This is an optimization exercise on Yosys and OpenROAD, whose aim is small area and a short achievable clock period, not a production implementation.
In this exercise RTL edits were held to simulation tests only and were not proved equivalent to the original.
Power is estimated from default activity; no workload was simulated.

`flow/config.mk`:
```
export PLATFORM = sky130hd
export DESIGN_NAME = instr_register_pipe
export DESIGN_NICKNAME = instr_register_pipe
export VERILOG_FILES = /design/flow/design.v
export SDC_FILE = /design/flow/constraint.sdc
export NUM_CORES = 4
export LEC_CHECK = 0
export CAP_MARGIN = 20
export CORE_MARGIN = 2
export CORE_UTILIZATION = 65
export PLACE_DENSITY = 0.75
export SLEW_MARGIN = 20
```
`flow/constraint.sdc`:
```
create_clock -name core_clock -period 30.0 [get_ports {clk}]
set_input_delay 6.0000 -clock core_clock [delete_from_list [all_inputs] [get_ports {clk}]]
set_output_delay 6.0000 -clock core_clock [all_outputs]
set_load 0.01 [all_outputs]
```
`flow/design.v`:
```
module instr_register_pipe #(
  parameter int DEPTH = 32,
  parameter int OP_W  = 8,
  localparam int AW    = $clog2(DEPTH),
  localparam int RES_W = 2 * OP_W
) (
  input  logic                    clk,
  input  logic                    reset,
  input  logic                    load_en,
  input  logic [AW-1:0]           write_pointer,
  input  logic [2:0]              opcode,
  input  logic [OP_W-1:0]         operand_a,
  input  logic [OP_W-1:0]         operand_b,
  input  logic                    clear_en,
  input  logic                    rd_en,
  input  logic [AW-1:0]           read_pointer,
  output logic                    rd_valid,
  output logic                    rd_hit,
  output logic [2:0]              rd_opcode,
  output logic [OP_W-1:0]         rd_operand_a,
  output logic [OP_W-1:0]         rd_operand_b,
  output logic [RES_W-1:0]        rd_result,
  output logic                    rd_div0,
  output logic [AW:0]             entry_count,
  output logic                    full
);
  logic [OP_W-1:0] in_mag_a, in_mag_b;
  logic [OP_W+1:0] in_mag_b3;
  logic [1:0]      in_q0;
  logic [1:0]      in_r0;
  logic [1:0]      in_top;
  assign in_mag_a  = operand_a[OP_W-1] ? -operand_a : operand_a;
  assign in_mag_b  = operand_b[OP_W-1] ? -operand_b : operand_b;
  assign in_mag_b3 = {2'b00, in_mag_b} + {1'b0, in_mag_b, 1'b0};
  logic b_is1, b_is2;
  assign b_is1  = (operand_b == 8'h01) || (operand_b == 8'hFF);
  assign b_is2  = (operand_b == 8'h02) || (operand_b == 8'hFE);
  assign in_top = (operand_a == 8'h80) ? 2'd2 :
                  ((operand_a[7:6] == 2'b01) || (operand_a[7:6] == 2'b10) || (operand_a == 8'hC0)) ? 2'd1 : 2'd0;
  assign in_q0  = b_is1 ? in_top : (b_is2 && in_top[1]) ? 2'd1 : 2'd0;
  assign in_r0  = (b_is1 || (b_is2 && in_top[1])) ? 2'd0 : in_top;
  logic            s1_valid;
  logic [AW-1:0]   s1_ptr;
  logic [2:0]      s1_opcode;
  logic [OP_W-1:0] s1_a;
  logic [OP_W-1:0] s1_b;
  logic [OP_W-3:0] s1_mag_a;    
  logic [OP_W-1:0] s1_mag_b;
  logic [OP_W+1:0] s1_mag_b3;
  logic [1:0]      s1_q0;
  logic [1:0]      s1_r0;
  always_ff @(posedge clk) begin
    if (reset) s1_valid <= 1'b0;
    else       s1_valid <= load_en;
    s1_ptr    <= write_pointer;
    s1_opcode <= opcode;
    s1_a      <= operand_a;
    s1_b      <= operand_b;
    s1_mag_a  <= in_mag_a[OP_W-3:0];
    s1_mag_b  <= in_mag_b;
    s1_mag_b3 <= in_mag_b3;
    s1_q0     <= in_q0;
    s1_r0     <= in_r0;
  end
  logic signed [RES_W-1:0] a_ext, b_ext;
  assign a_ext = {{(RES_W-OP_W){s1_a[OP_W-1]}}, s1_a};
  assign b_ext = {{(RES_W-OP_W){s1_b[OP_W-1]}}, s1_b};
  function automatic logic [OP_W:0] r4_step(input logic [OP_W:0] r, input logic [OP_W-1:0] mb,
                                            input logic [OP_W+1:0] mb3);
    logic [OP_W+2:0] t1, t2, t3;
    t1 = {2'b00, r} - {3'b000, mb};
    t2 = {2'b00, r} - {2'b00, mb, 1'b0};
    t3 = {2'b00, r} - {1'b0, mb3};
    if (!t3[OP_W+2])      r4_step = {2'd3, t3[OP_W-2:0]};
    else if (!t2[OP_W+2]) r4_step = {2'd2, t2[OP_W-2:0]};
    else if (!t1[OP_W+2]) r4_step = {2'd1, t1[OP_W-2:0]};
    else                  r4_step = {2'd0, r[OP_W-2:0]};
  endfunction
  logic [OP_W:0]   st1, st2;
  logic [OP_W+2:0] last_r;      
  assign st1    = r4_step({5'd0, s1_r0, s1_mag_a[5:4]}, s1_mag_b, s1_mag_b3);
  assign st2    = r4_step({st1[OP_W-2:0], s1_mag_a[3:2]}, s1_mag_b, s1_mag_b3);
  assign last_r = {2'b00, st2[OP_W-2:0], s1_mag_a[1:0]};
  logic [OP_W+2:0] lt1, lt2, lt3, ln0, ln1, ln2, ln3;
  assign lt1 = last_r - {3'b000, s1_mag_b};
  assign lt2 = last_r - {2'b00, s1_mag_b, 1'b0};
  assign lt3 = last_r - {1'b0, s1_mag_b3};
  assign ln0 = -last_r;
  assign ln1 = {3'b000, s1_mag_b} - last_r;
  assign ln2 = {2'b00, s1_mag_b, 1'b0} - last_r;
  assign ln3 = {1'b0, s1_mag_b3} - last_r;
  logic [OP_W-1:0] mod_lo;      
  assign mod_lo = !lt3[OP_W+2] ? (s1_a[OP_W-1] ? ln3[OP_W-1:0] : lt3[OP_W-1:0]) :
                  !lt2[OP_W+2] ? (s1_a[OP_W-1] ? ln2[OP_W-1:0] : lt2[OP_W-1:0]) :
                  !lt1[OP_W+2] ? (s1_a[OP_W-1] ? ln1[OP_W-1:0] : lt1[OP_W-1:0]) :
                                 (s1_a[OP_W-1] ? ln0[OP_W-1:0] : last_r[OP_W-1:0]);
  logic [OP_W-1:0] uq;
  logic [1:0]      q_last;
  assign q_last = !lt3[OP_W+2] ? 2'd3 : !lt2[OP_W+2] ? 2'd2 : !lt1[OP_W+2] ? 2'd1 : 2'd0;
  assign uq     = {s1_q0, st1[OP_W:OP_W-1], st2[OP_W:OP_W-1], q_last};
  logic [RES_W-1:0] div_res, mod_res;
  assign div_res = (s1_a[OP_W-1] ^ s1_b[OP_W-1]) ? -{{(RES_W-OP_W){1'b0}}, uq} : {{(RES_W-OP_W){1'b0}}, uq};
  assign mod_res = {{(RES_W-OP_W){mod_lo[OP_W-1]}}, mod_lo};
  logic b_zero;
  assign b_zero = (s1_b == '0);
  localparam logic [RES_W-1:0] DIV0_CODE = {1'b1, {(RES_W-1){1'b0}}};
  logic [RES_W-1:0] alu_res;
  always_comb begin
    alu_res  = '0;
    case (s1_opcode)
      3'd0: alu_res = '0;
      3'd1: alu_res = a_ext;
      3'd2: alu_res = b_ext;
      3'd3: alu_res = a_ext + b_ext;
      3'd4: alu_res = a_ext - b_ext;
      3'd5: alu_res = a_ext * b_ext;
      3'd6:    alu_res = b_zero ? DIV0_CODE : div_res;
      default: alu_res = b_zero ? DIV0_CODE : mod_res;
    endcase
  end
  logic [2:0]       mem_opcode [DEPTH];
  logic [OP_W-1:0]  mem_a      [DEPTH];
  logic [OP_W-1:0]  mem_b      [DEPTH];
  logic [RES_W-1:0] mem_result [DEPTH];
  logic [DEPTH-1:0] valid_q;
  logic [AW:0]      count_q;
  for (genvar e = 0; e < DEPTH; e++) begin : g_mem
    always_ff @(posedge clk) begin
      if (s1_valid && s1_ptr == AW'(e)) begin
        mem_opcode[e] <= s1_opcode;
        mem_a[e]      <= s1_a;
        mem_b[e]      <= s1_b;
        mem_result[e] <= alu_res;
      end
    end
  end
  always_ff @(posedge clk) begin
    if (reset || clear_en) begin
      valid_q <= '0;
      count_q <= '0;
    end else if (s1_valid) begin
      valid_q[s1_ptr] <= 1'b1;
      if (!valid_q[s1_ptr]) count_q <= count_q + (AW+1)'(1);
    end
  end
  logic [DEPTH-1:0] rsel;
  logic             rd_take, rd_hold;
  assign rd_take = rd_en && !reset;
  assign rd_hold = !rd_en && !reset;
  for (genvar e = 0; e < DEPTH; e++) begin : g_rsel
    assign rsel[e] = rd_take && valid_q[e] && (read_pointer == AW'(e));
  end
  logic             rd_hit_d;
  logic [2:0]       rd_opcode_d;
  logic [OP_W-1:0]  rd_a_d, rd_b_d;
  logic [RES_W-1:0] rd_result_d;
  logic             rd_div0_d;
  always_comb begin
    rd_hit_d    = rd_hold & rd_hit;
    rd_opcode_d = {3{rd_hold}} & rd_opcode;
    rd_a_d      = {OP_W{rd_hold}} & rd_operand_a;
    rd_b_d      = {OP_W{rd_hold}} & rd_operand_b;
    rd_result_d = {RES_W{rd_hold}} & rd_result;
    rd_div0_d   = rd_hold & rd_div0;
    for (int e = 0; e < DEPTH; e++) begin
      rd_hit_d    = rd_hit_d    | rsel[e];
      rd_opcode_d = rd_opcode_d | ({3{rsel[e]}} & mem_opcode[e]);
      rd_a_d      = rd_a_d      | ({OP_W{rsel[e]}} & mem_a[e]);
      rd_b_d      = rd_b_d      | ({OP_W{rsel[e]}} & mem_b[e]);
      rd_result_d = rd_result_d | ({RES_W{rsel[e]}} &
                                   {mem_result[e][RES_W-1] & mem_result[e][RES_W-2], mem_result[e][RES_W-2:0]});
      rd_div0_d   = rd_div0_d   | (rsel[e] & mem_result[e][RES_W-1] & !mem_result[e][RES_W-2]);
    end
  end
  always_ff @(posedge clk) begin
    rd_valid     <= rd_take;
    rd_hit       <= rd_hit_d;
    rd_opcode    <= rd_opcode_d;
    rd_operand_a <= rd_a_d;
    rd_operand_b <= rd_b_d;
    rd_result    <= rd_result_d;
    rd_div0      <= rd_div0_d;
  end
  assign entry_count = count_q;
  assign full        = count_q[AW];
endmodule
```
`flow/flow/run.sh`:
```
#!/bin/bash
# Standard layout, with timing repair aimed at a setup slack of SETUP_MARGIN ns
# so the achieved period is pushed below the constraint's period. The repair
# may pick any cell of the same function (not only the same footprint), and
# the port buffers are buf_4.
set -euo pipefail
SETUP_MARGIN=${SETUP_MARGIN:-22}
bash standard.sh SETUP_SLACK_MARGIN=$SETUP_MARGIN MATCH_CELL_FOOTPRINT=0 \
  "BUFFER_PORTS_ARGS=-buffer_cell sky130_fd_sc_hd__buf_4" finish > standard.log 2>&1
```
`flow/standard.sh`:
```
#!/bin/bash
# synth_recipe.tcl (not shown) runs the flow's synth.tcl, then flattens the netlist and writes it again
# the make line also repeats each setting of config.mk as NAME=value (left out here)
make -C /OpenROAD-flow-scripts/flow DESIGN_CONFIG=/design/flow/config.mk WORK_HOME=/design/flow/orfs CLKGATE_MAP_FILE= SYNTH_SCRIPT=/design/flow/synth_recipe.tcl "${@:-finish}"
```
==> out/qor.yml, run 1 <==
floorplan:
  ios: 79
  placement_rows: 104
  start_util_pct: 65.3
  core-area_um2: 80200
  dieWidth_um: 288
  die-area_um2: 82800
  dieHeight_um: 288
route:
  drc: 0
  dr_total_vias: 35900
  drt_first_pass_iters: 7
  routed_via_density: 7.42
  wl_mm: 173
  wire_length_per_cell_um: 35.8
  drtAntennaViolNets: 0
  drt_first_iter_violations: 6252
synth:
  largest_family_of_logic_cells_by_synthesized_area: "compound AO/OA/AOI/OAI gates"
  ys_seq_elements: 1246
  syn-cell-area_um2: 52300
  synthCells: 3518
  ys_warn_count: 5
  synth_seq_area_share_pct: 69.1
  arithmetic_cell_share_of_the_synthesized_area_counting_full_adders_half_adders_and_majority_gates_pct: 6.22
  synthesized_area_fraction_occupied_by_xor_and_xnor_cells_pct: 1.39
  synth_cell_types: 84
  synth_enable_flop_cells: 1120
  synthMostInstantiatedCell: "sky130_fd_sc_hd__edfxtp_1"
  synth_simple_gate_area_share_pct: 7.19
  synth_mux_area_share_pct: 0.705
  synthFlopType: "sky130_fd_sc_hd__edfxtp_1"
  synth.area.top_cells: "sky130_fd_sc_hd__edfxtp_1, sky130_fd_sc_hd__dfxtp_1, sky130_fd_sc_hd__a22oi_1"
  synth_async_sr_flop_share_pct: 0
  synth_compound_gate_area_share_pct: 13.0
  synth_area_per_cell_um2: 14.9
  yosys_top_cell_by_area: "sky130_fd_sc_hd__edfxtp_1"
  post_synth_top_cells: "sky130_fd_sc_hd__edfxtp_1, sky130_fd_sc_hd__a22oi_1, sky130_fd_sc_hd__nor2_1"
  synthDominantCellAreaShare_pct: 64.3
  postSynthNetCount: 3770
clocking:
  clock_slew_seen_by_the_registers_of_the_worst_setup_and_hold_paths_ps: 70
  clock_root_buffer_master: "sky130_fd_sc_hd__clkbuf_16"
  total_clock_buffers_created_by_cts: 116
  worstSkewPairLatency_ps: 710
  tritoncts: "built"
  cts_max_level: 3
  clock_sinks: 1246
  clock_tree.buffer_depth: 3
final_layout:
  filler_cell_count: 4868
  final_net_count: 3928
  antenna_cells_inserted: 0
  area_delta_synth_final_pct: 13.2
  finalCoreUtilization_pct: 73.9
  multiInputGateArea_um2: 15500
  final_layout_size_suffix_gt1_share_pct: 13.9
  storage_cell_area_um2: 36200
critical_path:
  crit_path_start_kind: "input port"
  arrival_ps: 8770
  biggest_fanout_along_the_worst_timing_path: 18
  endpoint_type_of_the_worst_setup_path: "flop"
  regToRegEndpoint: "mem_result[2][6]$_DFFE_PP_"
  crit-reg2reg-launch: "s1_mag_b[3]$_DFF_P_"
  worstSetupPathType: "in2reg"
  rr_worst_depth: 30
  r2r_slack_ps: 22000
  worst_ep_required_time_ps: 30640
grt:
  grt_antenna_before_repair: 3
  grt_remaining_overflow: 0
  grt_max_degree: 77
  grt_use_total_pct: 41.3
  first_global_vias: 34700
  grt_pass1_wl_mm: 241
placement:
  gp_congestion: 1.00
  numPortBuffers: 78
  dpl_worst_slack_ps: 20610
  place.detailed.hpwl_mm: 91.8
power:
  power.static_leakage_uw: 0.0202
  cellPowerDensity_nw_per_um2: 76.8
  vdd.ir_drop.worst_v: 0.0000642
worst_hold_path:
  min-delay-path-class: "reg2reg"
  min-delay-start: "mem_b[15][3]$_DFFE_PP_"
  holdPathEnd: "rd_operand_b[3]$_DFF_P_"
  min_path_cells: 2
sta:
  totalNegativeSetupSlack_ps: 0
  setup_ws_ps: 21870
  total_setup_violations_reported_at_the_end_of_the_flow: 0
  finalHoldViolations: 0
  fmax_mhz: 123
  finalClockSkew_ps: 63.7
  layout_worst_path_cycle_share_pct: 27.1
  final.hold.worst_slack_ps: 437
  slew_violations: 0
  worst_margin_pin_slew_ps: 1110
  rsz0062_at_grt: "true"
  finalCriticalPeriod_ps: 8130
  slew_hr_pct: 26.1
outcome:
  status: "no timing/DRC/antenna violations"
job:
  max_cap_viol_count: 0
-- power by group --
group | internal [uW] | switching, uW | total, uW
registers | 2050 | 14.0 | 2070
logic | 336 | 643 | 979
clock network | 863 | 644 | 1510
-- worst max-delay path, cell delays in order --
cell and delay, ps:
sky130_fd_sc_hd__buf_4 130, sky130_fd_sc_hd__nor2b_1 320, sky130_fd_sc_hd__nand2_2 180, sky130_fd_sc_hd__nor3_4 520, sky130_fd_sc_hd__and3_2 1070, sky130_fd_sc_hd__a22oi_1 240, sky130_fd_sc_hd__nand4_1 170, sky130_fd_sc_hd__nor3_1 60
sky130_fd_sc_hd__nand2_1 60
-- layout by cell type (no fill, tap or decap), drive strengths merged, types with 13 or more instances in the layout --
| cell | n |
|---|---|
| nand3 | 110 |
| xnor2 | 56 |
| o22ai | 13 |
| or3 | 25 |
| o211ai | 14 |
| and3 | 45 |
| nor4 | 27 |
| and2 | 25 |
| clkinv | 44 |
| nor2b | 27 |
| nand4 | 80 |
| nor3 | 59 |
| nand2b | 23 |
| a211oi | 13 |
| a21o | 23 |
| bufinv | 15 |
| xor2 | 27 |
| o21ai | 59 |
| a221oi | 136 |
| a222oi | 34 |
| a31oi | 44 |
| buf | 210 |
| fa | 70 |
| ha | 148 |
| clkbuf | 157 |
| a21oi | 75 |
| dfxtp | 126 |
| nand2 | 121 |
| a22oi | 250 |
| o21a | 17 |
| a22o | 132 |
| nor2 | 164 |
| inv | 157 |
| edfxtp | 1120 |
-- flip-flops by register name, summed over array words and instances, names as in the netlist, 7 cells and up --
signal	cells
s1_b	7
rd_operand_b	8
valid_q	32
s1_mag_b3	10
s1_mag_b	7
mem_opcode	96
rd_operand_a	8
rd_result	16
mem_a	256
s1_a	7
mem_result	512
mem_b	256
-- cell type report --
cell class,instances,share of cell area (%)
Multi-Input combinational cell,1945,26.2
Timing Repair Buffer,211,2.90
Clock buffer,156,5.27
Clock inverter,65,1.34
Tap cell,1060,2.24
Inverter,156,0.995
Sequential cell,1246,61.0
-- metrics by stage --
stage / instances / area, um2 / power [uW]
floorplan: 3518 / 52300 / 2670
finish: 4839 / 59200 / 4550
detailed placement: 4590 / 54700 / 2970
global route: 4839 / 59200 / 4680
global placement: 4588 / 54700 / 2940
CTS: 4813 / 58800 / 4460
-- how the worst max path moves through the flow --
stage / start / end / slack (ps) / depth (start not counted)
final: reset / rd_operand_b[3]$_DFF_P_ / 21870 / 9
after global routing: s1_mag_a[5]$_DFF_P_ / mem_result[13][4]$_DFFE_PP_ / 21860 / 32
after CTS: s1_mag_a[5]$_DFF_P_ / mem_result[2][6]$_DFFE_PP_ / 21860 / 30
after detailed placement: s1_mag_a[5]$_DFF_P_ / mem_result[15][13]$_DFFE_PP_ / 20610 / 27
after global placement: s1_mag_a[5]$_DFF_P_ / mem_result[11][13]$_DFFE_PP_ / 20850 / 27
after floorplan: rd_en / rd_div0$_DFF_P_ / 22020 / 11
-- cell families (layout without fill, tap and decap cells) --
kind of cell | count (synthesis) | in the layout
flip-flops | 1246 | 1246
AND/OR/NAND/NOR | 735 | 737
XOR/XNOR | 83 | 83
adder cells (fa/ha/maj) | 218 | 218
AO/OA/AOI/OAI | 884 | 884
multiplexers | 23 | 23
buffers and inverters | 329 | 588
-- what timing repair did --
item	in CTS	in global routing
buffers inserted	2	24
gates resized for setup	41	54
setup endpoints to repair	516	516
gates cloned	0	2
pin swaps	1	7
hold buffers	0	0
-- layer usage --
layer	vias up	GRT usage, %	routed length [um]
met1	17400	53.8	54900
met2	3404	64.9	78200
li1	14300	-	-
met4	6	22.7	12700
met5	-	0	35
met3	739	9.57	27500
==> run 2: changes to the inputs <==
--- a/flow/config.mk
+++ b/flow/config.mk
@@ -10,2 +10,4 @@
 export CORE_UTILIZATION = 65
+export CTS_BUF_LIST = sky130_fd_sc_hd__clkbuf_8
+export CTS_CLUSTER_SIZE = 30
 export PLACE_DENSITY = 0.75
==> out/qor.yml, run 2 <==
outcome:
  status: "no timing/DRC/antenna violations"
power:
  power.static_leakage_uw: 0.0203  # +0.66%
  power.total_uw: 4350  # -4.4%
  vdd.ir_drop.worst_v: 0.0000494  # -23%
  cellPowerDensity_nw_per_um2: 74.2  # -3.5%
critical_path:
  crit-reg2reg-launch: "s1_mag_a[5]$_DFF_P_"
  r2r_slack_ps: 22170  # +170 ps
  crit_path_cell_trace: "buf_4 > nor2b_1 > nand2b_1 > nor3b_1 > and3_2 > buf_4 > a22o_1 > a221oi_1 > nand4_1 > or3_1"
  arrival_ps: 8780  # about the same
  timing.critical_path.slowest_stage_cell: "sky130_fd_sc_hd__buf_4"
  biggest_fanout_along_the_worst_timing_path: 37  # +19
  endpoint_type_of_the_worst_setup_path: "flop"
  rr_worst_depth: 32  # +6.7%
  worst_ep_required_time_ps: 30810  # +170 ps
  crit_path_start_kind: "input port"
  worstSetupPathType: "in2reg"
  regToRegEndpoint: "mem_result[0][4]$_DFFE_PP_"
  path_common_cell: "sky130_fd_sc_hd__buf_4"
  critical_path.max_stage_delay_ps: 710  # -360 ps
sta:
  finalCriticalPeriod_ps: 7980  # -152 ps
  setup_ws_ps: 22020  # +152 ps
  finalClockSkew_ps: 50.2  # -13.5 ps
  fmax_mhz: 125  # +1.9%
  rsz0062_at_grt: "false"
  slew_violations: 0  # unchanged
  total_setup_violations_reported_at_the_end_of_the_flow: 0  # unchanged
  worst_margin_pin_slew_ps: 1070  # -41.8 ps
  layout_worst_path_cycle_share_pct: 26.6  # -0.51 points
  final.hold.worst_slack_ps: 462  # +25.3 ps
  totalNegativeSetupSlack_ps: 0  # unchanged
  finalHoldViolations: 0  # unchanged
  slew_hr_pct: 28.5  # +2.4 points
final_layout:
  area_delta_synth_final_pct: 12.1
  commonest_non_fill_non_tap_cell_in_the_layout: "sky130_fd_sc_hd__edfxtp_1"
  final-instance-count-excl-fill: 4949  # +2.3%
  flip_flop_count_of_the_largest_register_all_copies_and_words_added: 512  # unchanged
  final_net_count: 3994  # +1.7%
  largest_register: "mem_result"
  final_cell_mix: "sky130_fd_sc_hd__edfxtp_1, sky130_fd_sc_hd__a22oi_1, sky130_fd_sc_hd__inv_1, sky130_fd_sc_hd__clkbuf_8, sky130_fd_sc_hd__buf_4"
  filler_cell_count: 4980  # +2.3%
  final_layout_size_suffix_gt1_share_pct: 15.3  # +1.3 points
  registers_with_the_highest_flip_flop_counts: "mem_result (512), mem_a (256), mem_b (256)"
synth:
  syn-cell-area_um2: 52300  # unchanged
  arithmetic_cell_share_of_the_synthesized_area_counting_full_adders_half_adders_and_majority_gates_pct: 6.22  # unchanged
  synthDominantCellAreaShare_pct: 64.3  # unchanged
  synthFlopType: "sky130_fd_sc_hd__edfxtp_1"
  synth_enable_flop_cells: 1120  # unchanged
  postSynthNetCount: 3770  # unchanged
  yosys_top_cell_by_area: "sky130_fd_sc_hd__edfxtp_1"
  synth.area.top_cells: "sky130_fd_sc_hd__edfxtp_1, sky130_fd_sc_hd__dfxtp_1, sky130_fd_sc_hd__a22oi_1"
  post_synth_top_cells: "sky130_fd_sc_hd__edfxtp_1, sky130_fd_sc_hd__a22oi_1, sky130_fd_sc_hd__nor2_1"
  synth_mux_area_share_pct: 0.705  # unchanged
  ys_warn_count: 5  # unchanged
  synth_simple_gate_area_share_pct: 7.19  # unchanged
  synth_seq_area_share_pct: 69.1  # unchanged
  largest_family_of_logic_cells_by_synthesized_area: "compound AO/OA/AOI/OAI gates"
  synth_compound_gate_area_share_pct: 13.0  # unchanged
  synthCells: 3518  # unchanged
  synth_cell_types: 84  # unchanged
  synth_async_sr_flop_share_pct: 0  # unchanged
  ys_seq_elements: 1246  # unchanged
  synthesized_area_fraction_occupied_by_xor_and_xnor_cells_pct: 1.39  # unchanged
  synth_area_per_cell_um2: 14.9  # unchanged
  synthMostInstantiatedCell: "sky130_fd_sc_hd__edfxtp_1"
route:
  wire_length_per_cell_um: 34.5  # -3.6%
  wl_mm: 171  # -1.4%
  drt_first_iter_violations: 6090  # -2.6%
  drtAntennaViolNets: 0  # unchanged
  drt_first_pass_iters: 5  # -2
  drc: 0  # unchanged
  routed_via_density: 7.29  # -1.7%
  dr_total_vias: 36100  # +0.50%
floorplan:
  dieWidth_um: 288  # unchanged
  placement_rows: 104  # unchanged
  start_util_pct: 65.3  # unchanged
  die-area_um2: 82800  # unchanged
  core-area_um2: 80200  # unchanged
  dieHeight_um: 288  # unchanged
  ios: 79  # unchanged
clocking:
  clock_tree.buffer_depth: 3  # unchanged
  worstSkewPairLatency_ps: 910  # +200 ps
  cts_hold_fix_bufs: 0  # unchanged
  cts_max_level: 4  # +1
  clock_sinks: 1246  # unchanged
  clock_root_buffer_master: "sky130_fd_sc_hd__clkbuf_8"
  total_clock_buffers_created_by_cts: 185  # +59%
  tritoncts: "built"
  clock_slew_seen_by_the_registers_of_the_worst_setup_and_hold_paths_ps: 60  # about the same
grt:
  grt_antenna_before_repair: 1  # -2
  grt_use_total_pct: 41.3  # +0.062 points
  grt_max_degree: 77  # unchanged
  first_global_vias: 35000  # +1.1%
  grt_remaining_overflow: 0  # unchanged
  grt_pass1_wl_mm: 240  # -0.27%
worst_hold_path:
  min-delay-start: "mem_b[6][0]$_DFFE_PP_"
  min_path_cells: 2  # unchanged
  holdPathEnd: "rd_operand_b[0]$_DFF_P_"
  min-delay-path-class: "reg2reg"
job:
  max_cap_viol_count: 0  # unchanged
placement:
  place.detailed.instances: 4590  # unchanged
  place.detailed.hpwl_mm: 91.8  # unchanged
  numPortBuffers: 78  # unchanged
  gp_congestion: 1.00  # unchanged
  dpl_worst_slack_ps: 20610  # unchanged
==> run 2: per-stage QoR <==
step | utilization, % | cell area (um2)
finish | 73.2 | 58700
global route | 73.2 | 58600
CTS | 72.8 | 58400
detailed placement | 68.2 | 54700
global placement | 68.2 | 54700
floorplan | - | 52300
==> run 2: what timing repair did <==
| action | 4_1_cts | 5_1_grt |
|---|---|---|
| pin swaps | 2 | 3 |
| setup endpoints to repair | 480 | 505 |
| resized for setup | 23 | 27 |
| setup buffers | 4 | 21 |
==> run 2: layer usage <==
metal	part of all wire [%]	global-route usage [%]	vias up	wire length [um]
met5	0.030	0	-	52
met4	6.9	24.0	2	11800
met3	15	10.0	726	25500
met2	45	64.3	3302	77600
met1	33	53.7	17500	56000
li1	-	-	14500	-
==> run 2: how the worst max path moves through the flow <==
stage / start / endpoint / slack, ps / depth (start not counted)
floorplan: rd_en / rd_div0$_DFF_P_ / 22020 / 11
global placement: s1_mag_a[5]$_DFF_P_ / mem_result[11][13]$_DFFE_PP_ / 20850 / 27
detailed placement: s1_mag_a[5]$_DFF_P_ / mem_result[15][13]$_DFFE_PP_ / 20610 / 27
CTS: reset / rd_result[15]$_DFF_P_ / 22010 / 11
global route: s1_mag_a[5]$_DFF_P_ / mem_result[14][4]$_DFFE_PP_ / 21900 / 32
finish: reset / rd_operand_a[6]$_DFF_P_ / 22020 / 10
==> run 2: logic make-up (layout without fill, tap and decap cells) <==
| family | count (synthesis) | count (layout) |
|---|---|---|
| AO/OA/AOI/OAI | 884 | 884 |
| multiplexers | 23 | 23 |
| AND/OR/NAND/NOR | 735 | 735 |
| flip-flops | 1246 | 1246 |
| other | 0 | 3 |
| buffers and inverters | 329 | 697 |
| XOR/XNOR | 83 | 83 |
| adder cells (fa/ha/maj) | 218 | 218 |
==> run 2: power by group <==
group	switching [uW]	internal [uW]	leakage, uW
sequential	13.8	2050	0.0108
combinational	641	330	0.00742
clock	661	651	0.00207
==> run 2: cell type report <==
type                            count  area (um2)  share of cell area [%]
Tap cell                         1060        1330                    2.26
Clock buffer                      201        2770                    4.72
Timing Repair Buffer              210        1620                    2.77
Sequential cell                  1246       36200                    61.6
Multi-Input combinational cell   1943       15400                    26.3
Antenna cell                        3        7.51                  0.0128
Inverter                          156         589                    1.00
Clock inverter                    130         751                    1.28
==> run 2: critical path, delay by kind of cell <==
family                 cells  cell delay, ps
AO/OA/AOI/OAI              2             320
buffers and inverters      2             840
AND/OR/NAND/NOR            6            1580
==> run 3: changes to the inputs <==
--- a/flow/config.mk
+++ b/flow/config.mk
@@ -10,4 +10,5 @@
 export CORE_UTILIZATION = 65
-export CTS_BUF_LIST = sky130_fd_sc_hd__clkbuf_8
-export CTS_CLUSTER_SIZE = 30
+export CTS_BUF_LIST = sky130_fd_sc_hd__clkbuf_4
+export CTS_CLUSTER_DIAMETER = 40
+export CTS_CLUSTER_SIZE = 10
 export PLACE_DENSITY = 0.75
==> out/qor.yml, run 3 <==
final_layout:
  registers_with_the_highest_flip_flop_counts: "mem_result (512), mem_a (256), mem_b (256)"
  commonest_non_fill_non_tap_cell_in_the_layout: "sky130_fd_sc_hd__edfxtp_1"
  filler_cell_count: 5240  # +5.2%
  final_layout_size_suffix_gt1_share_pct: 16.2  # +0.94 points
  multiInputGateArea_um2: 15400  # -0.11%
  largest_register: "mem_result"
  final_net_count: 3965  # -0.73%
  area_delta_synth_final_pct: 9.37
  final-instance-count-excl-fill: 4894  # -1.1%
  storage_cell_area_um2: 36200  # unchanged
  post-route-cell-area_um2: 57200  # -2.4%
  final_cell_mix: "sky130_fd_sc_hd__edfxtp_1, sky130_fd_sc_hd__a22oi_1, sky130_fd_sc_hd__clkbuf_4, sky130_fd_sc_hd__buf_4, sky130_fd_sc_hd__inv_1"
  flip_flop_count_of_the_largest_register_all_copies_and_words_added: 512  # unchanged
clocking:
  clock_slew_seen_by_the_registers_of_the_worst_setup_and_hold_paths_ps: 110  # +50 ps
  clock_sinks: 1246  # unchanged
  clock_root_buffer_master: "sky130_fd_sc_hd__clkbuf_4"
  worstSkewPairLatency_ps: 1070  # +160 ps
  clock_tree.buffer_depth: 3  # unchanged
  cts_max_level: 4  # unchanged
  total_clock_buffers_created_by_cts: 156  # -16%
  tritoncts: "built"
route:
  wire_length_per_cell_um: 34.6  # +0.32%
  wl_mm: 170  # -0.79%
  drtAntennaViolNets: 0  # unchanged
  top_layer_used: "met5"
  drt_first_iter_violations: 5890  # -3.3%
  routed_via_density: 7.33  # +0.56%
  wl_met2_mm: 77.0  # -0.69%
  dr_total_vias: 35900  # -0.55%
  drt_first_pass_iters: 6  # +1
  routed-wl-met3_mm: 25.7  # +1.0%
  drc: 0  # unchanged
  wl_met1_mm: 55.0  # -1.7%
floorplan:
  start_util_pct: 65.3  # unchanged
  die-area_um2: 82800  # unchanged
  placement_rows: 104  # unchanged
  core-area_um2: 80200  # unchanged
  ios: 79  # unchanged
  dieWidth_um: 288  # unchanged
  dieHeight_um: 288  # unchanged
critical_path:
  worstSetupPathType: "in2reg"
  r2r_slack_ps: 22170  # about the same
  crit_path_cell_trace: "buf_4 > nor2b_1 > nand2b_1 > nor3b_1 > and3_2 > buf_4 > a22o_1 > a221oi_1 > nand4_1 > or3_1"
  timing.critical_path.slowest_stage_cell: "sky130_fd_sc_hd__buf_4"
  path_common_cell: "sky130_fd_sc_hd__buf_4"
  arrival_ps: 8930  # +150 ps
  rr_worst_depth: 32  # unchanged
  biggest_fanout_along_the_worst_timing_path: 28  # -24%
  endpoint_type_of_the_worst_setup_path: "flop"
  crit_path_start_kind: "input port"
  critical_path.max_stage_delay_ps: 710  # about the same
  worst_ep_required_time_ps: 30960  # +150 ps
synth:
  synthMostInstantiatedCell: "sky130_fd_sc_hd__edfxtp_1"
  post_synth_top_cells: "sky130_fd_sc_hd__edfxtp_1, sky130_fd_sc_hd__a22oi_1, sky130_fd_sc_hd__nor2_1"
  synth_enable_flop_cells: 1120  # unchanged
  synth_area_per_cell_um2: 14.9  # unchanged
  ys_warn_count: 5  # unchanged
  synthFlopType: "sky130_fd_sc_hd__edfxtp_1"
  synth_seq_area_share_pct: 69.1  # unchanged
  synthCells: 3518  # unchanged
  synth_async_sr_flop_share_pct: 0  # unchanged
  synth_cell_types: 84  # unchanged
  syn-cell-area_um2: 52300  # unchanged
  synth.area.top_cells: "sky130_fd_sc_hd__edfxtp_1, sky130_fd_sc_hd__dfxtp_1, sky130_fd_sc_hd__a22oi_1"
  postSynthNetCount: 3770  # unchanged
  yosys_top_cell_by_area: "sky130_fd_sc_hd__edfxtp_1"
  ys_seq_elements: 1246  # unchanged
  synthDominantCellAreaShare_pct: 64.3  # unchanged
placement:
  place.detailed.hpwl_mm: 91.8  # unchanged
  place.detailed.instances: 4590  # unchanged
  postPlaceCellArea_um2: 54700  # unchanged
  dpl_worst_slack_ps: 20610  # unchanged
  numPortBuffers: 78  # unchanged
  gp_congestion: 1.00  # unchanged
outcome:
  status: "no timing/DRC/antenna violations"
sta:
  setup_ws_ps: 22030  # +5.70 ps
  finalHoldViolations: 0  # unchanged
  final.hold.worst_slack_ps: 477  # +14.8 ps
  layout_worst_path_cycle_share_pct: 26.6  # about the same
  slew_hr_pct: 25.2  # -3.3 points
  slew_violations: 0  # unchanged
  finalCriticalPeriod_ps: 7970  # -5.70 ps
  rsz0062_at_grt: "false"
  finalClockSkew_ps: 76.1  # +25.9 ps
  total_setup_violations_reported_at_the_end_of_the_flow: 0  # unchanged
  fmax_mhz: 125  # about the same
  worst_margin_pin_slew_ps: 1120  # +50.0 ps
  totalNegativeSetupSlack_ps: 0  # unchanged
worst_hold_path:
  min_path_cells: 2  # unchanged
  min-delay-path-class: "reg2reg"
grt:
  grt_use_total_pct: 41.1  # -0.28 points
  grt_max_degree: 77  # unchanged
  grt_antenna_before_repair: 3  # +2
  grt_pass1_wl_mm: 239  # -0.63%
  first_global_vias: 34700  # -0.99%
  grt_remaining_overflow: 0  # unchanged
job:
  max_cap_viol_count: 0  # unchanged
power:
  cellPowerDensity_nw_per_um2: 70.0  # -5.6%
  vdd.ir_drop.worst_v: 0.0000430  # -13%
  power.combinational.fraction_pct: 24.2  # +1.9 points
  sw_frac_of_total_pct: 30.6  # +0.36 points
  int_pwr_uw: 2780  # -8.4%
  power.static_leakage_uw: 0.0195  # -4.1%
  switching_power_uw: 1230  # -6.9%
  clkPwrFrac_pct: 24.3  # -5.9 points
  seqPwrFrac_pct: 51.5  # +4.0 points
==> run 3: layout make-up <==
| cell class | instances | area share, % |
|---|---|---|
| flip-flops and latches | 1246 | 63.2 |
| multi-input cells | 1943 | 26.9 |
| clock buffers | 234 | 3.07 |
| repair buffers | 210 | 2.79 |
| well taps | 1060 | 2.32 |
| inverters | 156 | 1.03 |
| clock inverters | 44 | 0.660 |
| diodes | 1 | 0.00437 |
==> run 3: repair_timing <==
item / in CTS / in global routing
pin swaps: 2 / 3
hold buffers: 0 / 0
gates cloned: 0 / 0
resized for setup: 23 / 16
endpoints found under the setup margin: 480 / 480
buffers inserted: 4 / 21
==> run 3: power groups by stage <==
stage	Sequential, uW	Combinational (uW)	Clock, uW
finish	2060	969	972
global route	2070	1040	1040
global placement	2100	841	0
detailed placement	2110	865	0
CTS	2060	899	973
floorplan	2110	560	0
==> run 3: cell families after synthesis <==
family | Yosys count | synth area share [%]
DFF | 1246 | 69.1
muxes | 23 | 0.705
adders and majority gates | 218 | 6.22
AOI/OAI and AO/OA | 884 | 13.0
and+or+nand+nor | 735 | 7.19
buffers and inverters | 329 | 2.38
xor gates and xnor gates | 83 | 1.39
==> run 3: path summary, 6_finish.rpt <==
check | from | to
max | reset | rd_operand_a[6]$_DFF_P_
min | mem_result[3][13]$_DFFE_PP_ | rd_result[13]$_DFF_P_
max reg2reg | s1_mag_a[5]$_DFF_P_ | mem_result[26][4]$_DFFE_PP_
min reg2reg | mem_result[3][13]$_DFFE_PP_ | rd_result[13]$_DFF_P_
==> run 3: stage by stage <==
stage          total power (uW)  utilization, %
2_1_floorplan              2670               -
3_3_place_gp               2940            68.2
3_5_place_dp               2970            68.2
4_1_cts                    3930            71.1
5_1_grt                    4140            71.4
6_report                   4000            71.4
==> run 3: worst max-delay path, delay by kind of cell <==
family,cells,cell delay (ps)
AO/OA/AOI/OAI,2,310
buffers and inverters,2,840
AND/OR/NAND/NOR,6,1750
==> run 3: routing by layer <==
layer / up-vias / GRT usage (%)
li1: 14400 / -
met1: 17400 / 53.4
met2: 3282 / 64.0
met3: 737 / 9.88
met4: 4 / 23.5
met5: - / 0
==> run 4: changes to the inputs <==
--- a/flow/flow/run.sh
+++ b/flow/flow/run.sh
@@ -6,3 +6,3 @@
 set -euo pipefail
-SETUP_MARGIN=${SETUP_MARGIN:-22}
+SETUP_MARGIN=${SETUP_MARGIN:-22.5}
 bash standard.sh SETUP_SLACK_MARGIN=$SETUP_MARGIN MATCH_CELL_FOOTPRINT=0 \
==> out/qor.yml, run 4 <==
critical_path:
  crit_path_start_kind: "flop"
  endpoint_type_of_the_worst_setup_path: "primary output"
  crit_path_cell_trace: "buf_6"
  rr_worst_depth: 34  # +6.3%
  worst_ep_required_time_ps: 24000  # -6960 ps
  critical_path_buffers_and_inverters: 1  # -1
  biggest_fanout_along_the_worst_timing_path: 3  # -89%
  worstSetupPathType: "reg2out"
  path_delay_family: "flip-flops"
  arrival_ps: 1610  # -7320 ps
  critical_path.max_stage_delay_ps: 460  # -250 ps
  worstSetupPathDepth: 1  # -9
  timing.critical_path.slowest_stage_cell: "sky130_fd_sc_hd__dfxtp_4"
worst_hold_path:
  min_path_cells: 2  # unchanged
  min-delay-path-class: "reg2reg"
floorplan:
  core-area_um2: 80200  # unchanged
  placement_rows: 104  # unchanged
  dieHeight_um: 288  # unchanged
  dieWidth_um: 288  # unchanged
  die-area_um2: 82800  # unchanged
  ios: 79  # unchanged
  start_util_pct: 65.3  # unchanged
synth:
  synthCells: 3518  # unchanged
  synthDominantCellAreaShare_pct: 64.3  # unchanged
  post_synth_top_cells: "sky130_fd_sc_hd__edfxtp_1, sky130_fd_sc_hd__a22oi_1, sky130_fd_sc_hd__nor2_1"
  ys_warn_count: 5  # unchanged
  synthFlopType: "sky130_fd_sc_hd__edfxtp_1"
  ys_seq_elements: 1246  # unchanged
  synth.area.top_cells: "sky130_fd_sc_hd__edfxtp_1, sky130_fd_sc_hd__dfxtp_1, sky130_fd_sc_hd__a22oi_1"
  postSynthNetCount: 3770  # unchanged
  synth_area_per_cell_um2: 14.9  # unchanged
  synth_cell_types: 84  # unchanged
  syn-cell-area_um2: 52300  # unchanged
  synth_async_sr_flop_share_pct: 0  # unchanged
  synthMostInstantiatedCell: "sky130_fd_sc_hd__edfxtp_1"
  yosys_top_cell_by_area: "sky130_fd_sc_hd__edfxtp_1"
  synth_seq_area_share_pct: 69.1  # unchanged
  synth_enable_flop_cells: 1120  # unchanged
placement:
  gp_congestion: 0.950  # -5.1%
  place.detailed.instances: 4582  # -0.17%
  numPortBuffers: 78  # unchanged
  place.detailed.hpwl_mm: 94.4  # +2.8%
route:
  drt_first_pass_iters: 6  # unchanged
  drc: 0  # unchanged
  dr_total_vias: 36000  # +0.39%
  wire_length_per_cell_um: 36.0  # +4.0%
  drt_first_iter_violations: 6356  # +7.9%
  wl_mm: 176  # +4.1%
  drtAntennaViolNets: 0  # unchanged
  routed_via_density: 7.36  # +0.37%
sta:
  slew_hr_pct: 11.9  # -13 points
  total_setup_violations_reported_at_the_end_of_the_flow: 0  # unchanged
  finalHoldViolations: 0  # unchanged
  rsz0062_at_grt: "true"
  final.hold.worst_slack_ps: 431  # -46.2 ps
  fmax_mhz: 131  # +4.8%
  slew_violations: 0  # unchanged
  layout_worst_path_cycle_share_pct: 25.4  # -1.2 points
  totalNegativeSetupSlack_ps: 0  # unchanged
  finalClockSkew_ps: 122  # +45.4 ps
  finalCriticalPeriod_ps: 7610  # -363 ps
  worst_margin_pin_slew_ps: 1320  # +205 ps
clocking:
  cts_hold_fix_bufs: 0  # unchanged
  clock_sinks: 1246  # unchanged
  cts_max_level: 4  # unchanged
  clock_slew_seen_by_the_registers_of_the_worst_setup_and_hold_paths_ps: 100  # about the same
  tritoncts: "built"
  total_clock_buffers_created_by_cts: 151  # -3.2%
  clock_tree.buffer_depth: 3  # unchanged
  worstSkewPairLatency_ps: 1100  # +30 ps
  clock_root_buffer_master: "sky130_fd_sc_hd__clkbuf_4"
power:
  cellPowerDensity_nw_per_um2: 68.3  # -2.4%
  clkPwrFrac_pct: 23.2  # -1.1 points
  switching_power_uw: 1240  # +1.3%
  int_pwr_uw: 2750  # -0.98%
  sw_frac_of_total_pct: 31.1  # +0.49 points
  seqPwrFrac_pct: 51.8  # +0.3 points
  power.combinational.fraction_pct: 25.0  # +0.8 points
  vdd.ir_drop.worst_v: 0.0000409  # -5.0%
  power.static_leakage_uw: 0.0198  # +1.8%
grt:
  grt_max_degree: 59  # -23%
  first_global_vias: 35300  # +1.9%
  grt_antenna_before_repair: 6  # +3
  grt_remaining_overflow: 0  # unchanged
  grt_use_total_pct: 42.9  # +1.8 points
  grt_pass1_wl_mm: 248  # +3.8%
final_layout:
  largest_register: "mem_result"
  registers_with_the_highest_flip_flop_counts: "mem_result (512), mem_a (256), mem_b (256)"
  commonest_non_fill_non_tap_cell_in_the_layout: "sky130_fd_sc_hd__edfxtp_1"
  final-instance-count-excl-fill: 4895  # +0.020%
  area_delta_synth_final_pct: 11.8
  final_layout_size_suffix_gt1_share_pct: 20.7  # +4.5 points
  flip_flop_count_of_the_largest_register_all_copies_and_words_added: 512  # unchanged
  final_net_count: 3976  # +0.28%
  final_cell_mix: "sky130_fd_sc_hd__edfxtp_1, sky130_fd_sc_hd__a22oi_1, sky130_fd_sc_hd__clkbuf_4, sky130_fd_sc_hd__buf_4, sky130_fd_sc_hd__inv_1"
job:
  max_cap_viol_count: 0  # unchanged
outcome:
  status: "no timing/DRC/antenna violations"
run 4: cell types whose count changed in the layout (fill, tap and decap cells not counted), sizes merged:
| cell | previous run | this run |
|---|---|---|
| inv | 161 | 159 |
| buf | 210 | 224 |
| clkinvlp | 11 | 9 |
| nand3 | 110 | 111 |
| diode | 1 | 5 |
| bufinv | 4 | 2 |
| o21ai | 59 | 60 |
| clkbuf | 234 | 221 |
run 4: layout make-up:
cell class | count | area (um2)
fill | 5066 | 21700
antenna | 5 | 12.5
inverter | 156 | 619
multi-input combinational | 1945 | 16300
clock buffer | 221 | 1660
clock inverter | 38 | 294
timing repair buffer | 224 | 1980
tap | 1060 | 1330
sequential | 1246 | 36300
run 4: cell families (layout without fill, tap and decap cells):
group                    Yosys count  count (layout)  synth area share [%]
AND/OR/NAND/NOR                  735             736                  7.19
XOR/XNOR                          83              83                  1.39
AO/OA/AOI/OAI                    884             885                  13.0
flip-flops                      1246            1246                  69.1
buffers and inverters            329             639                  2.38
multiplexers                      23              23                 0.705
adder cells (fa/ha/maj)          218             218                  6.22
other                              0               5                     0
run 4: final timing paths:
check / from / end / slack, ps
worst max-delay path: rd_operand_a[0]$_DFF_P_ / rd_operand_a[0] / 22390
worst min-delay path: mem_b[15][3]$_DFFE_PP_ / rd_operand_b[3]$_DFF_P_ / 430
worst max register to register: s1_mag_a[5]$_DFF_P_ / mem_result[18][4]$_DFFE_PP_ / 22780
worst min register to register: mem_b[15][3]$_DFFE_PP_ / rd_operand_b[3]$_DFF_P_ / 430
run 4: power groups by stage:
stage | Clock (uW) | Combinational [uW] | Sequential, uW
floorplan | 0 | 565 | 2110
global placement | 0 | 834 | 2110
detailed placement | 0 | 859 | 2110
CTS | 925 | 934 | 2070
global route | 994 | 1070 | 2070
finish | 926 | 1000 | 2070
run 4: per-layer routing:
metal	GRT usage [%]	up-vias	share of wire, %
met5	0	-	0.020
li1	-	14500	-
met1	56.9	17600	33
met4	19.8	2	5.5
met2	66.0	3289	45
met3	12.6	659	16
run 4: repair_timing:
action / in CTS / in global routing
setup endpoints to repair: 580 / 552
pin swaps: 7 / 11
gates resized for setup: 161 / 61
setup buffers: 32 / 15
gates cloned: 2 / 0
run 4: through the flow:
step | util, % | worst slack [ps] | cell area [um2] | power (uW)
after floorplan | - | 22260 | 53600 | 2670
after CTS | 72.4 | 22350 | 58100 | 3930
final | 72.9 | 22390 | 58500 | 3990
after global routing | 72.9 | 22350 | 58500 | 4130
after global placement | 68.9 | 19940 | 55200 | 2940
after detailed placement | 69.0 | 20110 | 55300 | 2970
==> run 5: changes to the inputs <==
--- a/flow/config.mk
+++ b/flow/config.mk
@@ -15 +15,2 @@
 export SLEW_MARGIN = 20
+export TNS_END_PERCENT = 5
==> out/qor.yml, run 5 <==
grt:
  use_met2_pct: 65.3  # -0.79 points
  grt.met1_usage_pct: 54.1  # -2.8 points
  grt_busiest_layer: "met2"
  grt_max_degree: 59  # unchanged
  first_global_vias: 34700  # -1.8%
  grt_use_total_pct: 41.4  # -1.5 points
  grt_antenna_before_repair: 2  # -4
  grt_use_met3_pct: 10.0  # -2.6 points
  grt_pass1_wl_mm: 241  # -2.9%
  grt_remaining_overflow: 0  # unchanged
synth:
  synthCells: 3518  # unchanged
  yosys_top_cell_by_area: "sky130_fd_sc_hd__edfxtp_1"
  synth_area_per_cell_um2: 14.9  # unchanged
  syn-cell-area_um2: 52300  # unchanged
  synth.area.top_cells: "sky130_fd_sc_hd__edfxtp_1, sky130_fd_sc_hd__dfxtp_1, sky130_fd_sc_hd__a22oi_1"
  synth_cell_types: 84  # unchanged
  synthFlopType: "sky130_fd_sc_hd__edfxtp_1"
  postSynthNetCount: 3770  # unchanged
  synthDominantCellAreaShare_pct: 64.3  # unchanged
  synthMostInstantiatedCell: "sky130_fd_sc_hd__edfxtp_1"
  synth_enable_flop_cells: 1120  # unchanged
  ys_warn_count: 5  # unchanged
  synth_seq_area_share_pct: 69.1  # unchanged
  ys_seq_elements: 1246  # unchanged
  post_synth_top_cells: "sky130_fd_sc_hd__edfxtp_1, sky130_fd_sc_hd__a22oi_1, sky130_fd_sc_hd__nor2_1"
  synth_async_sr_flop_share_pct: 0  # unchanged
route:
  drt_first_pass_iters: 9  # +3
  wl_mm: 171  # -3.3%
  dr_total_vias: 35700  # -0.71%
  drtAntennaViolNets: 0  # unchanged
  wire_length_per_cell_um: 34.7  # -3.7%
  drt_first_iter_violations: 6025  # -5.2%
  routed_via_density: 7.27  # -1.1%
  drc: 0  # unchanged
critical_path:
  worstSetupPathDepth: 1  # unchanged
  endpoint_type_of_the_worst_setup_path: "primary output"
  critical_path.max_stage_delay_ps: 390  # -70 ps
  arrival_ps: 1680  # +70 ps
  worst_ep_required_time_ps: 24000  # about the same
  critical_path_buffers_and_inverters: 1  # unchanged
  biggest_fanout_along_the_worst_timing_path: 2  # -1
  path_delay_family: "flip-flops"
  timing.critical_path.slowest_stage_cell: "sky130_fd_sc_hd__dfxtp_4"
  rr_worst_depth: 28  # -18%
  crit_path_cell_trace: "buf_4"
  crit_path_start_kind: "flop"
  worstSetupPathType: "reg2out"
placement:
  gp_congestion: 0.984  # +3.6%
  numPortBuffers: 78  # unchanged
  dpl_worst_slack_ps: 20130  # +21.0 ps
  place.detailed.instances: 4593  # +0.24%
  place.detailed.hpwl_mm: 93.2  # -1.3%
final_layout:
  final_layout_size_suffix_gt1_share_pct: 17.7  # -2.9 points
  final_cell_mix: "sky130_fd_sc_hd__edfxtp_1, sky130_fd_sc_hd__a22oi_1, sky130_fd_sc_hd__clkbuf_4, sky130_fd_sc_hd__buf_4, sky130_fd_sc_hd__inv_1"
  registers_with_the_highest_flip_flop_counts: "mem_result (512), mem_a (256), mem_b (256)"
  final_net_count: 3978  # +0.050%
  area_delta_synth_final_pct: 10.7
  largest_register: "mem_result"
  commonest_non_fill_non_tap_cell_in_the_layout: "sky130_fd_sc_hd__edfxtp_1"
  final-instance-count-excl-fill: 4916  # +0.43%
  finalCoreUtilization_pct: 72.2  # -0.71 points
  flip_flop_count_of_the_largest_register_all_copies_and_words_added: 512  # unchanged
floorplan:
  ios: 79  # unchanged
  dieHeight_um: 288  # unchanged
  start_util_pct: 65.3  # unchanged
  placement_rows: 104  # unchanged
  die-area_um2: 82800  # unchanged
  core-area_um2: 80200  # unchanged
  dieWidth_um: 288  # unchanged
sta:
  slew_hr_pct: 22.3  # +10 points
  layout_worst_path_cycle_share_pct: 25.6  # +0.23 points
  finalCriticalPeriod_ps: 7680  # +70.1 ps
  worst_margin_pin_slew_ps: 1160  # -163 ps
  finalHoldViolations: 0  # unchanged
  setup_ws_ps: 22320  # -70.1 ps
  finalClockSkew_ps: 87.2  # -34.4 ps
  fmax_mhz: 130  # -0.91%
  slew_violations: 0  # unchanged
  total_setup_violations_reported_at_the_end_of_the_flow: 0  # unchanged
  totalNegativeSetupSlack_ps: 0  # unchanged
  rsz0062_at_grt: "true"
clocking:
  clock_tree.buffer_depth: 3  # unchanged
  clock_sinks: 1246  # unchanged
  cts_max_level: 4  # unchanged
  clock_slew_seen_by_the_registers_of_the_worst_setup_and_hold_paths_ps: 110  # about the same
  worstSkewPairLatency_ps: 1160  # +60 ps
  tritoncts: "built"
  total_clock_buffers_created_by_cts: 154  # +2.0%
  clock_root_buffer_master: "sky130_fd_sc_hd__clkbuf_4"
  cts_hold_fix_bufs: 0  # unchanged
worst_hold_path:
  min_path_cells: 2  # unchanged
  min-delay-path-class: "reg2reg"
outcome:
  status: "no timing/DRC/antenna violations"
job:
  max_cap_viol_count: 0  # unchanged
power:
  power.static_leakage_uw: 0.0197  # -0.44%
  cellPowerDensity_nw_per_um2: 70.7  # +3.5%
  power.total_uw: 4090  # +2.5%
  vdd.ir_drop.worst_v: 0.0000515  # +26%
[run 5: layout make-up]
type / instances / area (um2)
Antenna cell: 5 / 12.5
Fill cell: 5099 / 22300
Tap cell: 1060 / 1330
Sequential cell: 1246 / 36200
Clock buffer: 233 / 1750
Inverter: 156 / 597
Multi-Input combinational cell: 1943 / 15600
Timing Repair Buffer: 225 / 1790
Clock inverter: 48 / 583
[run 5: per-layer routing]
metal	up-vias	wire, um
met4	4	10800
met2	3178	78100
met3	710	25700
li1	14500	-
met5	-	55
met1	17400	56000
[run 5: tightest hold or removal path: stages, from the launching register on]
cell and delay (ps):
sky130_fd_sc_hd__edfxtp_1 330, sky130_fd_sc_hd__a222oi_1 60, sky130_fd_sc_hd__nand2_1 70
[run 5: cell families after synthesis]
logic type	after synthesis	synth area share (%)
simple gates	735	7.19
fa+ha+maj	218	6.22
mux	23	0.705
flops	1246	69.1
buf+inv	329	2.38
xor+xnor	83	1.39
compound gates	884	13.0
[run 5: path summary, 6_finish.rpt]
kind | start | to | slack (ps)
worst max-delay path | rd_result[11]$_DFF_P_ | rd_result[11] | 22320
worst min-delay path | mem_b[8][2]$_DFFE_PP_ | rd_operand_b[2]$_DFF_P_ | 460
worst max register to register | s1_mag_b3[0]$_DFF_P_ | mem_result[1][5]$_DFFE_PP_ | 22650
worst min register to register | mem_b[8][2]$_DFFE_PP_ | rd_operand_b[2]$_DFF_P_ | 460
[run 5: metrics by stage]
stage                     instance area (um2)  hold WS (ps)
final                                   57900           459
after global routing                    57900           495
after CTS                               57400           469
after detailed placement                54700           451
after global placement                  54700           441
after floorplan                         52400           431
[run 5: repair_timing]
| action | CTS | global route |
|---|---|---|
| gates cloned | 0 | 1 |
| buffers inserted | 18 | 18 |
| pin swaps | 7 | 12 |
| gates resized for setup | 68 | 67 |
| endpoints found under the setup margin | 591 | 562 |
[run 5: power by group]
group / total [uW] / switching, uW / internal [uW]
Clock: 1050 / 574 / 473
Combinational: 980 / 638 / 342
Sequential: 2060 / 16.8 / 2050
Total: 4090 / 1230 / 2860
==> run 6: changes to the inputs <==
--- a/flow/config.mk
+++ b/flow/config.mk
@@ -15,2 +15,2 @@
 export SLEW_MARGIN = 20
-export TNS_END_PERCENT = 5
+export TNS_END_PERCENT = 1
==> out/qor.yml, run 6 <==
outcome:
  status: "no timing/DRC/antenna violations"
critical_path:
  crit_path_start_kind: "flop"
  endpoint_type_of_the_worst_setup_path: "primary output"
  critical_path.max_stage_delay_ps: 390  # about the same
  arrival_ps: 1680  # about the same
  worstSetupPathType: "reg2out"
  path_delay_family: "flip-flops"
  biggest_fanout_along_the_worst_timing_path: 2  # unchanged
  r2r_slack_ps: 22650  # about the same
  crit-reg2reg-launch: "s1_mag_b3[0]$_DFF_P_"
  critical_path_buffers_and_inverters: 1  # unchanged
  rr_worst_depth: 28  # unchanged
  regToRegEndpoint: "mem_result[1][5]$_DFFE_PP_"
  timing.critical_path.from: "rd_result[11]$_DFF_P_"
  timing.critical_path.slowest_stage_cell: "sky130_fd_sc_hd__dfxtp_4"
  crit_path_cell_trace: "buf_4"
  worst_ep_required_time_ps: 24000  # about the same
synth:
  postSynthNetCount: 3770  # unchanged
  largest_family_of_logic_cells_by_synthesized_area: "compound AO/OA/AOI/OAI gates"
  synth_compound_gate_area_share_pct: 13.0  # unchanged
  synth_seq_area_share_pct: 69.1  # unchanged
  arithmetic_cell_share_of_the_synthesized_area_counting_full_adders_half_adders_and_majority_gates_pct: 6.22  # unchanged
  synth.area.top_cells: "sky130_fd_sc_hd__edfxtp_1, sky130_fd_sc_hd__dfxtp_1, sky130_fd_sc_hd__a22oi_1"
  synthMostInstantiatedCell: "sky130_fd_sc_hd__edfxtp_1"
  syn-cell-area_um2: 52300  # unchanged
  synthCells: 3518  # unchanged
  synthFlopType: "sky130_fd_sc_hd__edfxtp_1"
  synth_cell_types: 84  # unchanged
  post_synth_top_cells: "sky130_fd_sc_hd__edfxtp_1, sky130_fd_sc_hd__a22oi_1, sky130_fd_sc_hd__nor2_1"
  synth_async_sr_flop_share_pct: 0  # unchanged
  synth_simple_gate_area_share_pct: 7.19  # unchanged
  synth_mux_area_share_pct: 0.705  # unchanged
  ys_seq_elements: 1246  # unchanged
  yosys_top_cell_by_area: "sky130_fd_sc_hd__edfxtp_1"
  synth_enable_flop_cells: 1120  # unchanged
  synthesized_area_fraction_occupied_by_xor_and_xnor_cells_pct: 1.39  # unchanged
  synthDominantCellAreaShare_pct: 64.3  # unchanged
  synth_area_per_cell_um2: 14.9  # unchanged
  ys_warn_count: 5  # unchanged
floorplan:
  placement_rows: 104  # unchanged
  start_util_pct: 65.3  # unchanged
  ios: 79  # unchanged
  die-area_um2: 82800  # unchanged
  dieHeight_um: 288  # unchanged
  dieWidth_um: 288  # unchanged
  core-area_um2: 80200  # unchanged
final_layout:
  registers_with_the_highest_flip_flop_counts: "mem_result (512), mem_a (256), mem_b (256)"
  final_layout_size_suffix_gt1_share_pct: 17.7  # unchanged
  finalCoreUtilization_pct: 72.2  # unchanged
  post-route-cell-area_um2: 57900  # unchanged
  flip_flop_count_of_the_largest_register_all_copies_and_words_added: 512  # unchanged
  final_net_count: 3978  # unchanged
  area_delta_synth_final_pct: 10.7  # unchanged
  final_cell_mix: "sky130_fd_sc_hd__edfxtp_1, sky130_fd_sc_hd__a22oi_1, sky130_fd_sc_hd__clkbuf_4, sky130_fd_sc_hd__buf_4, sky130_fd_sc_hd__inv_1"
  commonest_non_fill_non_tap_cell_in_the_layout: "sky130_fd_sc_hd__edfxtp_1"
  largest_register: "mem_result"
power:
  vdd.ir_drop.worst_v: 0.0000515  # unchanged
  clkPwrFrac_pct: 25.6  # about the same
  power.static_leakage_uw: 0.0197  # unchanged
  power.combinational.fraction_pct: 23.9  # about the same
  switching_power_uw: 1230  # unchanged
  cellPowerDensity_nw_per_um2: 70.7  # unchanged
  sw_frac_of_total_pct: 30.0  # unchanged
  seqPwrFrac_pct: 50.5  # about the same
  int_pwr_uw: 2860  # unchanged
sta:
  total_setup_violations_reported_at_the_end_of_the_flow: 0  # unchanged
  totalNegativeSetupSlack_ps: 0  # unchanged
  final.hold.worst_slack_ps: 459  # unchanged
  fmax_mhz: 130  # unchanged
  layout_worst_path_cycle_share_pct: 25.6  # unchanged
  slew_violations: 0  # unchanged
  finalHoldViolations: 0  # unchanged
  rsz0062_at_grt: "true"
  finalClockSkew_ps: 87.2  # unchanged
  worst_margin_pin_slew_ps: 1160  # unchanged
  slew_hr_pct: 22.3  # unchanged
  finalCriticalPeriod_ps: 7680  # unchanged
clocking:
  cts_hold_fix_bufs: 0  # unchanged
  clock_slew_seen_by_the_registers_of_the_worst_setup_and_hold_paths_ps: 110  # about the same
  worstSkewPairLatency_ps: 1160  # about the same
  cts_max_level: 4  # unchanged
  clock_tree.buffer_depth: 3  # unchanged
  tritoncts: "built"
  total_clock_buffers_created_by_cts: 154  # unchanged
  clock_sinks: 1246  # unchanged
  clock_root_buffer_master: "sky130_fd_sc_hd__clkbuf_4"
worst_hold_path:
  min-delay-start: "mem_b[8][2]$_DFFE_PP_"
  holdPathEnd: "rd_operand_b[2]$_DFF_P_"
  min_path_cells: 2  # unchanged
  min-delay-path-class: "reg2reg"
grt:
  grt_pass1_wl_mm: 241  # unchanged
  grt_use_total_pct: 41.4  # unchanged
  grt_remaining_overflow: 0  # unchanged
  grt_max_degree: 59  # unchanged
  first_global_vias: 34700  # unchanged
  grt_antenna_before_repair: 2  # unchanged
route:
  routed_via_density: 7.27  # unchanged
  wire_length_per_cell_um: 34.7  # unchanged
  wl_mm: 171  # unchanged
  drc: 0  # unchanged
  drtAntennaViolNets: 0  # unchanged
  drt_first_iter_violations: 6025  # unchanged
  drt_first_pass_iters: 9  # unchanged
  dr_total_vias: 35700  # unchanged
placement:
  numPortBuffers: 78  # unchanged
  place.detailed.hpwl_mm: 93.2  # unchanged
  postPlaceCellArea_um2: 54700  # unchanged
  gp_congestion: 0.984  # unchanged
job:
  max_cap_viol_count: 0  # unchanged
run 6: how the worst max path moves through the flow:
| stage | slack [ps] | end | depth (start not counted) |
|---|---|---|---|
| 2_1_floorplan | 22180 | s1_mag_b3[7]$_DFF_P_ | 13 |
| 3_3_place_gp | 20270 | mem_result[0][13]$_DFFE_PP_ | 27 |
| 3_5_place_dp | 20130 | mem_result[22][9]$_DFFE_PP_ | 27 |
| 4_1_cts | 22330 | rd_operand_a[5] | 1 |
| 5_1_grt | 22350 | rd_result[15]$_DFF_P_ | 11 |
| 6_report | 22320 | rd_result[11] | 1 |
run 6: timing repair:
item | CTS | global route
cloned | 0 | 1
pin swaps | 7 | 12
gates resized for setup | 68 | 67
endpoints found under the setup margin | 591 | 562
buffers inserted | 18 | 18
run 6: worst min-delay path, cell delays in order (launching register included):
cell and delay (ps):
sky130_fd_sc_hd__edfxtp_1 330, sky130_fd_sc_hd__a222oi_1 60, sky130_fd_sc_hd__nand2_1 70
run 6: stage by stage:
stage | total power, uW | instances | setup WS [ps]
finish | 4090 | 4916 | 22320
global route | 4230 | 4912 | 22350
CTS | 4040 | 4892 | 22330
detailed placement | 2980 | 4593 | 20130
global placement | 2960 | 4591 | 20270
floorplan | 2670 | 3518 | 22180
run 6: final cells by class:
type,instances,area (um2)
timing repair buffer,225,1790
clock buffer,233,1750
antenna,5,12.5
inverter,156,597
tap,1060,1330
fill,5099,22300
clock inverter,48,583
multi-input combinational,1943,15600
sequential,1246,36200
run 6: cell families (layout without fill, tap and decap cells):
family          Yosys count  in the layout
buf+inv                 329            662
other cells               0              5
mux                      23             23
xor+xnor                 83             83
simple gates            735            735
fa+ha+maj               218            218
compound gates          884            884
flops                  1246           1246
run 6: power groups by stage:
| stage | Clock [uW] | Sequential (uW) | Combinational (uW) |
|---|---|---|---|
| finish | 1050 | 2060 | 980 |
| detailed placement | 0 | 2110 | 872 |
| global route | 1110 | 2070 | 1050 |
| global placement | 0 | 2110 | 849 |
| CTS | 1050 | 2060 | 924 |
| floorplan | 0 | 2110 | 563 |
run 6: layer usage:
| layer | routed length, um | part of all wire, % | global-route usage, % | vias to the layer above |
|---|---|---|---|---|
| li1 | - | - | - | 14500 |
| met1 | 56000 | 33 | 54.1 | 17400 |
| met2 | 78100 | 46 | 65.3 | 3178 |
| met3 | 25700 | 15 | 10.0 | 710 |
| met4 | 10800 | 6.3 | 21.5 | 4 |
| met5 | 55 | 0.032 | 0 | - |

re-timing with driven ports:
How much do the figures lean on ideal ports? The routed layouts below were timed once more, with nothing changed but the port constraints.
Step 1 sets driving cells, clkbuf_16 on the clock port and buf_2 on the other inputs (assumed; they add their load-dependent delay and slew).
Step 2 moves the port delays by t, midway between the first and last clock arrival at a register: inputs arrive t later, outputs are due t later. That takes back most of the time a late clock gives input paths.
a / b / c = ideal ports / drivers / drivers and shift; a / b = the first two.
run	t (ns)	setup WS [ns]	pins driven straight from the clock port
run 1	0.756	21.873 / 21.917 / 21.161	1
run 2	0.950	22.025 / 22.062 / 21.112	1
run 3	1.099	22.031 / 22.070 / 20.972	1
run 4	1.111	22.394 / 22.324 / 21.399	1
run 5	1.178	22.324 / 22.262 / 21.179	1
run 6	1.178	22.324 / 22.262 / 21.179	1
After both steps every run listed still meets setup and hold.
